This is an optimization exercise on Yosys and OpenROAD, whose aim is small area, a short achievable clock period and few clock cycles per item, not a production implementation.
Only simulation tests tie the RTL to the original design; equivalence was not proved.
Power and IR drop assume default switching activity.

==> inputs of run a <==
==> flow/design.v <==
package rc4_pkg;
    typedef logic [8-1:0]  byte_t;
    typedef logic [8-1:0] sbox_addr_t;
    typedef logic [5-1:0]  msg_addr_t;
    typedef logic [24-1:0]   key_t;
    typedef struct packed {
        logic       en;
        logic       we;      
        sbox_addr_t addr;
        byte_t      wdata;
    } sbox_req_t;
    typedef struct packed {
        logic       start;
        sbox_addr_t addr_i;
        sbox_addr_t addr_j;
    } swap_cmd_t;
    typedef struct packed {
        logic  done;
        byte_t si;
        byte_t sj;
    } swap_rsp_t;
    typedef struct packed {
        logic      valid;
        msg_addr_t addr;
        byte_t     data;
    } result_wr_t;
    typedef enum logic [1:0] {
        PH_IDLE,
        PH_INIT,
        PH_KEYSCHED,
        PH_DECRYPT
    } phase_t;
    typedef enum logic [2:0] {
        SW_IDLE,
        SW_RD_I,
        SW_RD_J,
        SW_CAP_J,
        SW_WR_I,
        SW_WR_J,
        SW_DONE
    } swap_state_t;
    typedef enum logic [2:0] {
        KS_IDLE,
        KS_READ,
        KS_ADD,
        KS_SWAP,
        KS_WAIT_SWAP,
        KS_DONE
    } ksa_state_t;
    typedef enum logic [3:0] {
        DC_IDLE,
        DC_READ_I,
        DC_ADD_J,
        DC_SWAP,
        DC_WAIT_SWAP,
        DC_READ_K,
        DC_WAIT_K,
        DC_WRITE,
        DC_DONE
    } dec_state_t;
endpackage
`timescale 1ns/10ps
module rc4_bc0 (
    input  logic s1,
    input  logic s0,
    input  logic a,
    input  logic b,
    output logic y
);
    assign y = (s1 & a) | (s0 & b);
endmodule
module rc4_bc1 (
    input  logic init,
    input  logic s1,
    input  logic s0,
    input  logic a,
    input  logic b,
    output logic y
);
    assign y = init | (s1 & a) | (s0 & b);
endmodule
module rc4_rd8 (
    input  logic [7:0] s,
    input  logic [7:0] d,
    output logic       y
);
    assign y = |(s & d);
endmodule
module rc4_nand2 (
    input  logic a,
    input  logic b,
    output logic y
);
    assign y = !(a & b);
endmodule
module rc4_nor2 (
    input  logic a,
    input  logic b,
    output logic y
);
    assign y = !(a | b);
endmodule
module rc4_add8 (
    input  logic [7:0] a,
    input  logic [7:0] b,
    output logic [7:0] y
);
    assign y = a + b;
endmodule
module rc4_rdtree (
    input  logic [255:0]  sel,
    input  logic [2047:0] d,
    input  logic [7:0]    orin,
    output logic [7:0]    y
);
    genvar b, k;
    generate
        for (b = 0; b < 8; b++) begin : g_bit
            logic [31:0] l1;     
            logic [15:0] l2;     
            logic [7:0]  l3;     
            logic [3:0]  l4;     
            logic [1:0]  l5;     
            for (k = 0; k < 32; k++) begin : g_l1
                rc4_rd8 u (.s(sel[8*k +: 8]),
                           .d({d[8*(8*k+7) + b], d[8*(8*k+6) + b], d[8*(8*k+5) + b], d[8*(8*k+4) + b],
                               d[8*(8*k+3) + b], d[8*(8*k+2) + b], d[8*(8*k+1) + b], d[8*(8*k) + b]}),
                           .y(l1[k]));
            end
            for (k = 0; k < 16; k++) begin : g_l2
                rc4_nor2 u (.a(l1[2*k]), .b(l1[2*k+1]), .y(l2[k]));
            end
            for (k = 0; k < 8; k++) begin : g_l3
                rc4_nand2 u (.a(l2[2*k]), .b(l2[2*k+1]), .y(l3[k]));
            end
            for (k = 0; k < 4; k++) begin : g_l4
                rc4_nor2 u (.a(l3[2*k]), .b(l3[2*k+1]), .y(l4[k]));
            end
            for (k = 0; k < 2; k++) begin : g_l5
                rc4_nand2 u (.a(l4[2*k]), .b(l4[2*k+1]), .y(l5[k]));
            end
            assign y[b] = l5[0] | l5[1] | orin[b];
        end
    endgenerate
endmodule
`timescale 1ns/10ps
module rc4_decrypt (
    input  logic                clk,
    input  logic                reset,
    input  logic                start,
    input  logic [23:0]         secret_key,
    input  logic [7:0]          rom_data,
    output logic [4:0]          rom_addr,
    output logic                result_valid,
    output logic [4:0]          result_addr,
    output logic [7:0]          result_data,
    output logic                data_invalid,
    output logic                done
);
    localparam int LAST = 294;
    logic        busy;
    logic [8:0]  cnt;
    logic        init;       
    logic        z;          
    logic        go;         
    logic        res_en;     
    logic        init_next;
    assign go = (!busy || done) ? start : 1'b1;
    assign init_next = !go || (busy && !done && cnt == LAST - 1);
    always_ff @(posedge clk or posedge reset) begin
        if (reset) begin
            busy   <= 1'b0;
            cnt    <= '0;
            init   <= 1'b1;
            z      <= 1'b1;
            res_en <= 1'b0;
        end else begin
            busy   <= go;
            cnt    <= (!busy || done) ? {8'd0, start} : cnt + 9'd1;
            init   <= init_next;
            z      <= !go || (busy && !done && (cnt == 256 || cnt == LAST - 1));
            res_en <= busy && !done && cnt >= 261 && cnt <= 292;
        end
    end
    logic [23:0] kr;
    logic [7:0]  kop;
    logic [7:0]  mneg;       
    always_ff @(posedge clk) begin
        if (init) begin
            kr   <= secret_key;
            kop  <= secret_key[23:16];
            mneg <= 8'hff;
        end else begin
            kr   <= {kr[15:0], kr[23:16]};
            kop  <= (cnt >= 9'd256) ? 8'hff : kr[15:8] - 8'd1;
            mneg <= mneg - 8'd1;
        end
    end
    logic [2047:0] P;
    logic [7:0]    d;
    logic [15:0]   plo, phi;     
    logic [255:0]  sel;          
    logic [255:0]  shf;          
    logic [7:0] s_fwd, xo, ko, cs_s, cs_c, dsum;
    logic       dz, m0, m1;
    assign dz    = plo[0] & phi[0];
    assign m0    = dz & !z;
    assign m1    = !dz & !z;
    assign s_fwd = ({8{m0}} & P[7:0]) | ({8{m1}} & P[15:8]);
    assign xo    = z ? 8'd0 : d;
    assign ko    = kop | {8{z}};
    assign cs_s  = xo ^ ko ^ s_fwd;
    assign cs_c  = {(xo[6:0] & ko[6:0]) | (xo[6:0] & s_fwd[6:0]) | (ko[6:0] & s_fwd[6:0]), 1'b0};
    rc4_add8 u_add (.a(cs_s), .b(cs_c), .y(dsum));
    always_ff @(posedge clk) begin
        d <= dsum;
        for (int k = 0; k < 16; k++) begin
            plo[k] <= (dsum[3:0] == k[3:0]) && !init_next;
            phi[k] <= (dsum[7:4] == k[3:0]);
        end
    end
    genvar p, b;
    generate
        for (p = 0; p < 256; p++) begin : g_sel
            assign sel[p] = phi[p >> 4] & plo[p & 15];
            assign shf[p] = !(sel[p] | init);
        end
    endgenerate
    logic [7:0]    rd;
    logic [2047:0] rd_in;
    assign rd_in = {P[7:0], P[2047:8]};      
    rc4_rdtree u_rd (.sel(sel), .d(rd_in), .orin({{7{init}}, 1'b0}), .y(rd));
    logic [7:0] pa;
    always_ff @(posedge clk) begin
        if (init)        pa <= 8'hff;
        else if (sel[0]) pa <= P[7:0];
        else             pa <= P[15:8];
    end
    logic [2039:0] P_next;
    generate
        for (p = 0; p < 255; p++) begin : g_ent
            for (b = 0; b < 8; b++) begin : g_bit
                if ((((p + 255) & 255) >> b) & 1) begin : g_one
                    rc4_bc1 u (.init(init), .s1(sel[p]), .s0(shf[p]), .a(pa[b]),
                               .b(P[8*(p+1) + b]), .y(P_next[8*p + b]));
                end else begin : g_zero
                    rc4_bc0 u (.s1(sel[p]), .s0(shf[p]), .a(pa[b]),
                               .b(P[8*(p+1) + b]), .y(P_next[8*p + b]));
                end
            end
        end
    endgenerate
    always_ff @(posedge clk) begin
        P[2039:0]    <= P_next;
        P[2047:2040] <= rd;
    end
    logic [7:0]   a_reg, b_reg, tp_next, ks, ks_rd;
    logic [15:0]  tlo, thi;
    logic [255:0] sel2;
    logic         fi, fj;
    assign tp_next = a_reg + P[2047:2040];
    always_ff @(posedge clk) begin
        a_reg <= P[7:0] + mneg;
        b_reg <= P[7:0];
        for (int k = 0; k < 16; k++) begin
            tlo[k] <= (tp_next[3:0] == k[3:0]);
            thi[k] <= (tp_next[7:4] == k[3:0]);
        end
        fi    <= (tp_next == 8'hff);
        fj    <= (tp_next == d);
    end
    generate
        for (p = 0; p < 256; p++) begin : g_sel2
            assign sel2[p] = thi[p >> 4] & tlo[p & 15];
        end
    endgenerate
    rc4_rdtree u_ks (.sel(sel2), .d(P), .orin(8'd0), .y(ks_rd));
    always_ff @(posedge clk) begin
        if (fi)      ks <= b_reg;
        else if (fj) ks <= P[2047:2040];
        else         ks <= ks_rd;
    end
    logic [7:0] rom_q, plain;
    logic       bad;
    assign plain = rom_q ^ ks;
    assign bad   = !((plain == 8'd32) || (plain >= 8'd97 && plain <= 8'd122));
    always_ff @(posedge clk) begin
        rom_q <= rom_data;
    end
    always_ff @(posedge clk) begin
        rom_addr     <= init ? 5'd29 : rom_addr + 5'd1;
        result_valid <= res_en;
        result_addr  <= rom_addr - 5'd2;
        result_data  <= plain;
        done         <= busy && !done && cnt == LAST - 1;
        data_invalid <= (data_invalid & !init) | (res_en & bad);
    end
endmodule
==> flow/flow/run.sh <==
#!/bin/bash
# Standard ORFS flow, except that the S-box flip-flops are pre-placed in a
# snake of rows before global placement (fixed during global placement, then
# released for resizing and detailed placement).
set -euo pipefail
R=orfs/results/sky130hd/rc4_decrypt/base
NC=${NCOLS:-2}
export BUFFER_PORTS_ARGS="-buffer_cell sky130_fd_sc_hd__buf_4"
bash standard.sh synth floorplan > flow_synth_floorplan.log 2>&1
cp $R/2_floorplan.odb $R/2_floorplan_std.odb
ODB_IN=$R/2_floorplan_std.odb ODB_OUT=$R/2_floorplan.odb MODE=fix NCOLS=$NC \
  openroad -no_init -exit flow/place_sbox.tcl > place_sbox_fix.log 2>&1
bash standard.sh $PWD/$R/3_3_place_gp.odb > flow_place_gp.log 2>&1
cp $R/3_3_place_gp.odb $R/3_3_place_gp_fixed.odb
ODB_IN=$R/3_3_place_gp_fixed.odb ODB_OUT=$R/3_3_place_gp.odb MODE=unfix \
  openroad -no_init -exit flow/place_sbox.tcl > place_sbox_unfix.log 2>&1
bash standard.sh > flow_finish.log 2>&1
==> flow/flow/place_sbox.tcl <==
# Pre-place the S-box flip-flops P[8p+b] (entry p, bit b).
# Entries run in a snake down and up NC columns, one entry per row, so that
# entry p+1 (which shifts into entry p) sits in the next row and bit b of
# every entry of a column lines up at the same x.
# Environment: ODB_IN, ODB_OUT, MODE (fix | unfix), NCOLS
read_db $::env(ODB_IN)
set block [ord::get_db_block]

proc inst_bit {name} {
  if {[regexp {^P\\\[([0-9]+)\\\]} $name -> n]} { return $n }
  return -1
}

set flops [dict create]
foreach inst [$block getInsts] {
  set n [inst_bit [$inst getName]]
  if {$n >= 0} { dict set flops $n $inst }
}
puts "S-box flops found: [dict size $flops]"

if {$::env(MODE) == "unfix"} {
  dict for {n inst} $flops { $inst setPlacementStatus "PLACED" }
  write_db $::env(ODB_OUT)
  exit
}

set rowl {}
foreach r [$block getRows] { lappend rowl [list [[$r getBBox] yMin] $r] }
set rowl [lsort -integer -index 0 $rowl]
set nrows [llength $rowl]
set r0 [lindex $rowl 0 1]
set sw [[$r0 getSite] getWidth]
set core_x0 [[$r0 getBBox] xMin]
set core_x1 [[$r0 getBBox] xMax]

# occupied intervals per row (tap cells)
set occ [dict create]
foreach inst [$block getInsts] {
  set st [$inst getPlacementStatus]
  if {$st == "NONE" || $st == "UNPLACED"} continue
  if {[inst_bit [$inst getName]] >= 0} continue
  set bb [$inst getBBox]
  dict lappend occ [$bb yMin] [list [$bb xMin] [$bb xMax]]
}

set NC $::env(NCOLS)
set EPC [expr {(256 + $NC - 1) / $NC}]
set roff [expr {($nrows - $EPC) / 2}]
set cw [expr {(($core_x1 - $core_x0) / $NC / $sw) * $sw}]
set bp [expr {(($cw / 8) / $sw) * $sw}]
puts "rows $nrows columns $NC entries/column $EPC first row $roff column [expr {$cw/1000.0}] um bit pitch [expr {$bp/1000.0}] um"
if {$roff < 0} { error "not enough rows" }

foreach n [lsort -integer [dict keys $flops]] {
  set inst [dict get $flops $n]
  set p [expr {$n / 8}]
  set b [expr {$n % 8}]
  set c [expr {$p / $EPC}]
  set m [expr {$p % $EPC}]
  if {$c % 2} { set m [expr {$EPC - 1 - $m}] }
  set row [lindex $rowl [expr {$roff + $m}] 1]
  set y [[$row getBBox] yMin]
  set w [[$inst getMaster] getWidth]
  set x [expr {$core_x0 + $c * $cw + $b * $bp + (($bp - $w) / 2 / $sw) * $sw}]
  set moved 1
  while {$moved} {
    set moved 0
    if {[dict exists $occ $y]} {
      foreach iv [dict get $occ $y] {
        lassign $iv a e
        if {$x < $e && $x + $w > $a} {
          set x [expr {$e + (($e - $core_x0) % $sw == 0 ? 0 : $sw - ($e - $core_x0) % $sw)}]
          set moved 1
        }
      }
    }
  }
  $inst setOrient [$row getOrient]
  $inst setLocation $x $y
  $inst setPlacementStatus "FIRM"
  dict lappend occ $y [list $x [expr {$x + $w}]]
}
write_db $::env(ODB_OUT)
==> flow/standard.sh <==
#!/bin/bash
# synth_recipe.tcl (not shown) runs the flow's synth.tcl, then flattens the netlist and writes it again
# the make line also repeats each setting of config.mk as NAME=value (left out here)
make -C /OpenROAD-flow-scripts/flow DESIGN_CONFIG=/design/flow/config.mk WORK_HOME=/design/flow/orfs CLKGATE_MAP_FILE= SYNTH_SCRIPT=/design/flow/synth_recipe.tcl "${@:-finish}"
==> flow/config.mk <==
export PLATFORM = sky130hd
export DESIGN_NAME = rc4_decrypt
export DESIGN_NICKNAME = rc4_decrypt
export VERILOG_FILES = /design/flow/design.v
export SDC_FILE = /design/flow/constraint.sdc
export NUM_CORES = 4
export LEC_CHECK = 0
export CAP_MARGIN = 20
export CORE_MARGIN = 2
export CORE_UTILIZATION = 40
export CTS_CLUSTER_DIAMETER = 80
export CTS_CLUSTER_SIZE = 30
export SETUP_SLACK_MARGIN = 5
export SLEW_MARGIN = 20
export SYNTH_HIERARCHICAL = 1
export SYNTH_MINIMUM_KEEP_SIZE = 0
==> flow/constraint.sdc <==
create_clock -name core_clock -period 8.0 [get_ports {clk}]
set_input_delay 1.6000 -clock core_clock [delete_from_list [all_inputs] [get_ports {clk}]]
set_output_delay 1.6000 -clock core_clock [all_outputs]
set_load 0.01 [all_outputs]
==> inputs of run b, as changes to run a <==
==> flow/design.v, changed modules only <==
module rc4_nor3 (
    input  logic a,
    input  logic b,
    input  logic c,
    output logic y
);
    assign y = !(a | b | c);
endmodule
module rc4_nand4 (
    input  logic [3:0] a,
    output logic       y
);
    assign y = !(&a);
endmodule
module rc4_rdtree (
    input  logic [255:0]  sel,
    input  logic [2047:0] d,
    input  logic [7:0]    orin,
    output logic [7:0]    y
);
    genvar b, k;
    generate
        for (b = 0; b < 8; b++) begin : g_bit
            logic [31:0] l1;     
            logic [15:0] l2;     
            logic [7:0]  l3;     
            logic [3:0]  l4;     
            for (k = 0; k < 32; k++) begin : g_l1
                rc4_rd8 u (.s(sel[8*k +: 8]),
                           .d({d[8*(8*k+7) + b], d[8*(8*k+6) + b], d[8*(8*k+5) + b], d[8*(8*k+4) + b],
                               d[8*(8*k+3) + b], d[8*(8*k+2) + b], d[8*(8*k+1) + b], d[8*(8*k) + b]}),
                           .y(l1[k]));
            end
            for (k = 0; k < 16; k++) begin : g_l2
                rc4_nor2 u (.a(l1[2*k]), .b(l1[2*k+1]), .y(l2[k]));
            end
            for (k = 0; k < 8; k++) begin : g_l3
                rc4_nand2 u (.a(l2[2*k]), .b(l2[2*k+1]), .y(l3[k]));
            end
            rc4_nor3 u_l4 (.a(l3[0]), .b(l3[1]), .c(orin[b]), .y(l4[0]));
            for (k = 1; k < 4; k++) begin : g_l4
                rc4_nor2 u (.a(l3[2*k]), .b(l3[2*k+1]), .y(l4[k]));
            end
            rc4_nand4 u_l5 (.a(l4), .y(y[b]));
        end
    endgenerate
endmodule
module rc4_decrypt (
    input  logic                clk,
    input  logic                reset,
    input  logic                start,
    input  logic [23:0]         secret_key,
    input  logic [7:0]          rom_data,
    output logic [4:0]          rom_addr,
    output logic                result_valid,
    output logic [4:0]          result_addr,
    output logic [7:0]          result_data,
    output logic                data_invalid,
    output logic                done
);
    localparam int LAST = 294;
    logic        busy;
    logic [8:0]  cnt;
    logic        init;       
    logic        z;          
    logic        go;         
    logic        res_en;     
    logic        init_next;
    assign go = (!busy || done) ? start : 1'b1;
    assign init_next = !go || (busy && !done && cnt == LAST - 1);
    always_ff @(posedge clk or posedge reset) begin
        if (reset) begin
            busy   <= 1'b0;
            cnt    <= '0;
            init   <= 1'b1;
            z      <= 1'b1;
            res_en <= 1'b0;
        end else begin
            busy   <= go;
            cnt    <= (!busy || done) ? {8'd0, start} : cnt + 9'd1;
            init   <= init_next;
            z      <= !go || (busy && !done && (cnt == 256 || cnt == LAST - 1));
            res_en <= busy && !done && cnt >= 261 && cnt <= 292;
        end
    end
    logic [2:0]  c3;
    logic [7:0]  kop;
    logic [7:0]  kbyte;
    logic [7:0]  mneg;       
    assign kbyte = c3[0] ? secret_key[23:16] : (c3[1] ? secret_key[15:8] : secret_key[7:0]);
    always_ff @(posedge clk) begin
        if (init) begin
            c3   <= 3'b010;
            kop  <= secret_key[23:16];
            mneg <= 8'hff;
        end else begin
            c3   <= {c3[1:0], c3[2]};
            kop  <= (cnt >= 9'd256) ? 8'hff : kbyte - 8'd1;
            mneg <= mneg - 8'd1;
        end
    end
    logic [2047:0] P;
    logic [7:0]    d;
    logic [15:0]   plo, phi;     
    logic [255:0]  sel;          
    logic [255:0]  shf;          
    logic [7:0] ca_s, ca_c, cb_s, cb_c, suma, sumb, dsum;
    logic       dz;
    assign dz   = plo[0] & phi[0];
    assign ca_s = d ^ kop ^ P[7:0];
    assign ca_c = {(d[6:0] & kop[6:0]) | (d[6:0] & P[6:0]) | (kop[6:0] & P[6:0]), 1'b0};
    assign cb_s = d ^ kop ^ P[15:8];
    assign cb_c = {(d[6:0] & kop[6:0]) | (d[6:0] & P[14:8]) | (kop[6:0] & P[14:8]), 1'b0};
    rc4_add8 u_adda (.a(ca_s), .b(ca_c), .y(suma));
    rc4_add8 u_addb (.a(cb_s), .b(cb_c), .y(sumb));
    assign dsum = z ? 8'hff : (dz ? suma : sumb);
    always_ff @(posedge clk) begin
        d <= dsum;
        for (int k = 0; k < 16; k++) begin
            plo[k] <= (dsum[3:0] == k[3:0]) && !init_next;
            phi[k] <= (dsum[7:4] == k[3:0]);
        end
    end
    genvar p, b;
    generate
        for (p = 0; p < 256; p++) begin : g_sel
            assign sel[p] = phi[p >> 4] & plo[p & 15];
            assign shf[p] = !(sel[p] | init);
        end
    endgenerate
    logic [7:0]    rd;
    logic [2047:0] rd_in;
    assign rd_in = {P[7:0], P[2047:8]};      
    rc4_rdtree u_rd (.sel(sel), .d(rd_in), .orin({{7{init}}, 1'b0}), .y(rd));
    logic [7:0] pa;
    always_ff @(posedge clk) begin
        if (init)        pa <= 8'hff;
        else if (sel[0]) pa <= P[7:0];
        else             pa <= P[15:8];
    end
    logic [2039:0] P_next;
    generate
        for (p = 0; p < 255; p++) begin : g_ent
            for (b = 0; b < 8; b++) begin : g_bit
                if ((((p + 255) & 255) >> b) & 1) begin : g_one
                    rc4_bc1 u (.init(init), .s1(sel[p]), .s0(shf[p]), .a(pa[b]),
                               .b(P[8*(p+1) + b]), .y(P_next[8*p + b]));
                end else begin : g_zero
                    rc4_bc0 u (.s1(sel[p]), .s0(shf[p]), .a(pa[b]),
                               .b(P[8*(p+1) + b]), .y(P_next[8*p + b]));
                end
            end
        end
    endgenerate
    always_ff @(posedge clk) begin
        P[2039:0]    <= P_next;
        P[2047:2040] <= rd;
    end
    logic [7:0]   a_reg, b_reg, tp_next, ks, ks_rd;
    logic [15:0]  tlo, thi;
    logic [255:0] sel2;
    logic         fi, fj;
    assign tp_next = a_reg + P[2047:2040];
    always_ff @(posedge clk) begin
        a_reg <= P[7:0] + mneg;
        b_reg <= P[7:0];
        for (int k = 0; k < 16; k++) begin
            tlo[k] <= (tp_next[3:0] == k[3:0]);
            thi[k] <= (tp_next[7:4] == k[3:0]);
        end
        fi    <= (tp_next == 8'hff);
        fj    <= (tp_next == d);
    end
    generate
        for (p = 0; p < 256; p++) begin : g_sel2
            assign sel2[p] = thi[p >> 4] & tlo[p & 15];
        end
    endgenerate
    rc4_rdtree u_ks (.sel(sel2), .d(P), .orin(8'd0), .y(ks_rd));
    always_ff @(posedge clk) begin
        if (fi)      ks <= b_reg;
        else if (fj) ks <= P[2047:2040];
        else         ks <= ks_rd;
    end
    logic [7:0] rom_q, plain;
    logic       bad;
    assign plain = rom_q ^ ks;
    assign bad   = !((plain == 8'd32) || (plain >= 8'd97 && plain <= 8'd122));
    always_ff @(posedge clk) begin
        rom_q <= rom_data;
    end
    always_ff @(posedge clk) begin
        rom_addr     <= init ? 5'd29 : rom_addr + 5'd1;
        result_valid <= res_en;
        result_addr  <= rom_addr - 5'd2;
        result_data  <= plain;
        done         <= busy && !done && cnt == LAST - 1;
        data_invalid <= (data_invalid & !init) | (res_en & bad);
    end
endmodule
--- a/flow/config.mk
+++ b/flow/config.mk
@@ -7,7 +7,7 @@
 export LEC_CHECK = 0
 export CAP_MARGIN = 20
 export CORE_MARGIN = 2
-export CORE_UTILIZATION = 40
+export CORE_UTILIZATION = 55
 export CTS_CLUSTER_DIAMETER = 80
 export CTS_CLUSTER_SIZE = 30
 export SETUP_SLACK_MARGIN = 5
==> comparison <==
- Against run b, the clock skew of run a is higher by 0.0062 ns.
- Against run b, the design area of run a is larger by about 0.34%.
- In run b the non-clock buffer count is higher than in run a, by 134.
- Against run b, the via count of run a is lower by about 2.4%.
- Combinational power: run a is lower than run b (4.6%).
- Area after synthesis is about the same in run a and run b.
- Worst hold slack: run b is better than run a (0.0025 ns).
- In sequential power, run a and run b hardly differ.
- In run a the clock power is higher than in run b, by 10%.
- Between run a and run b, the lower global-route usage is in run a (gap 12 points).
==> figures <==
                                                                                 run b                    run a
Mux contribution to synthesized area                                            0.233%                   0.381%
Synth-to-Final Area Change                                                       9.66%                    9.95%
Net switching fraction of the power                                              37.5%                    36.8%
Yosys top cell area share                                                        47.8%                    48.2%
Synthesized instance count                                                        8689                     8698
Avg Vias per Cell                                                                 8.06                     7.39
Sequential-to-total area share from yosys stat                                   48.1%                    48.6%
Worst Clk Skew                                                               0.0254 ns                0.0315 ns
Run status                                                     complete, no violations  complete, no violations
Inserted Diodes                                                                     16                        8
Detail-routed net length per standard cell                                     33.2 µm                  30.4 µm
Share of synthesized cell area in and, or, nand and nor gates                    11.3%                    11.3%
Buffer share of cell area                                                        2.42%                    1.20%
Initial antenna violation count                                                     10                       12
Critical-path top delay cell                                                   nand4_1                    or3_4
Post-Place Cell Area                                                        0.0965 mm²               0.0967 mm²
Fraction of met3 tracks used by global routing                                   22.2%                    15.3%
Synth Area in Compound Gates                                                     38.2%                    38.0%
Number of ordinary inverters in the final layout                                    40                       35
Delay contributed by the slowest stage of the critical path                    0.54 ns                  0.45 ns
Post-route insts no fill                                                         11200                    12000
Cell area after synthesis                                                   0.0923 mm²               0.0923 mm²
Testbench counts of run a, summed over its fixed seeds: cycles 18,816, messages 64.
Testbench counts of run b, summed over its fixed seeds: cycles 18,816, messages 64.

port drivers added, routing unchanged:
In the flow no input, the clock included, has a driving cell. The finished layouts below were timed again as built, in two steps. Step 1: set_driving_cell puts a clkbuf_16 on clk and a buf_2 on each other input, an assumption about the parent block. Step 2, shift: input delay + t, output delay - t, t = (earliest + latest rising clock arrival at the registers) / 2. This alone moves slack from input paths to output paths. Slacks: ideal ports / drivers / drivers and shift; pairs: ideal ports / drivers.
run	shift t [ns]	slack for setup (ns)	pins driven straight from the clock port
run a	0.897	4.869 / 4.869 / 4.869	1
run b	0.857	4.700 / 4.700 / 4.630	1
After both steps setup and hold are still met in every run listed. For run b, which loses most, drivers alone change the setup slack by 0.000 ns; drivers and shift together by -0.070 ns.
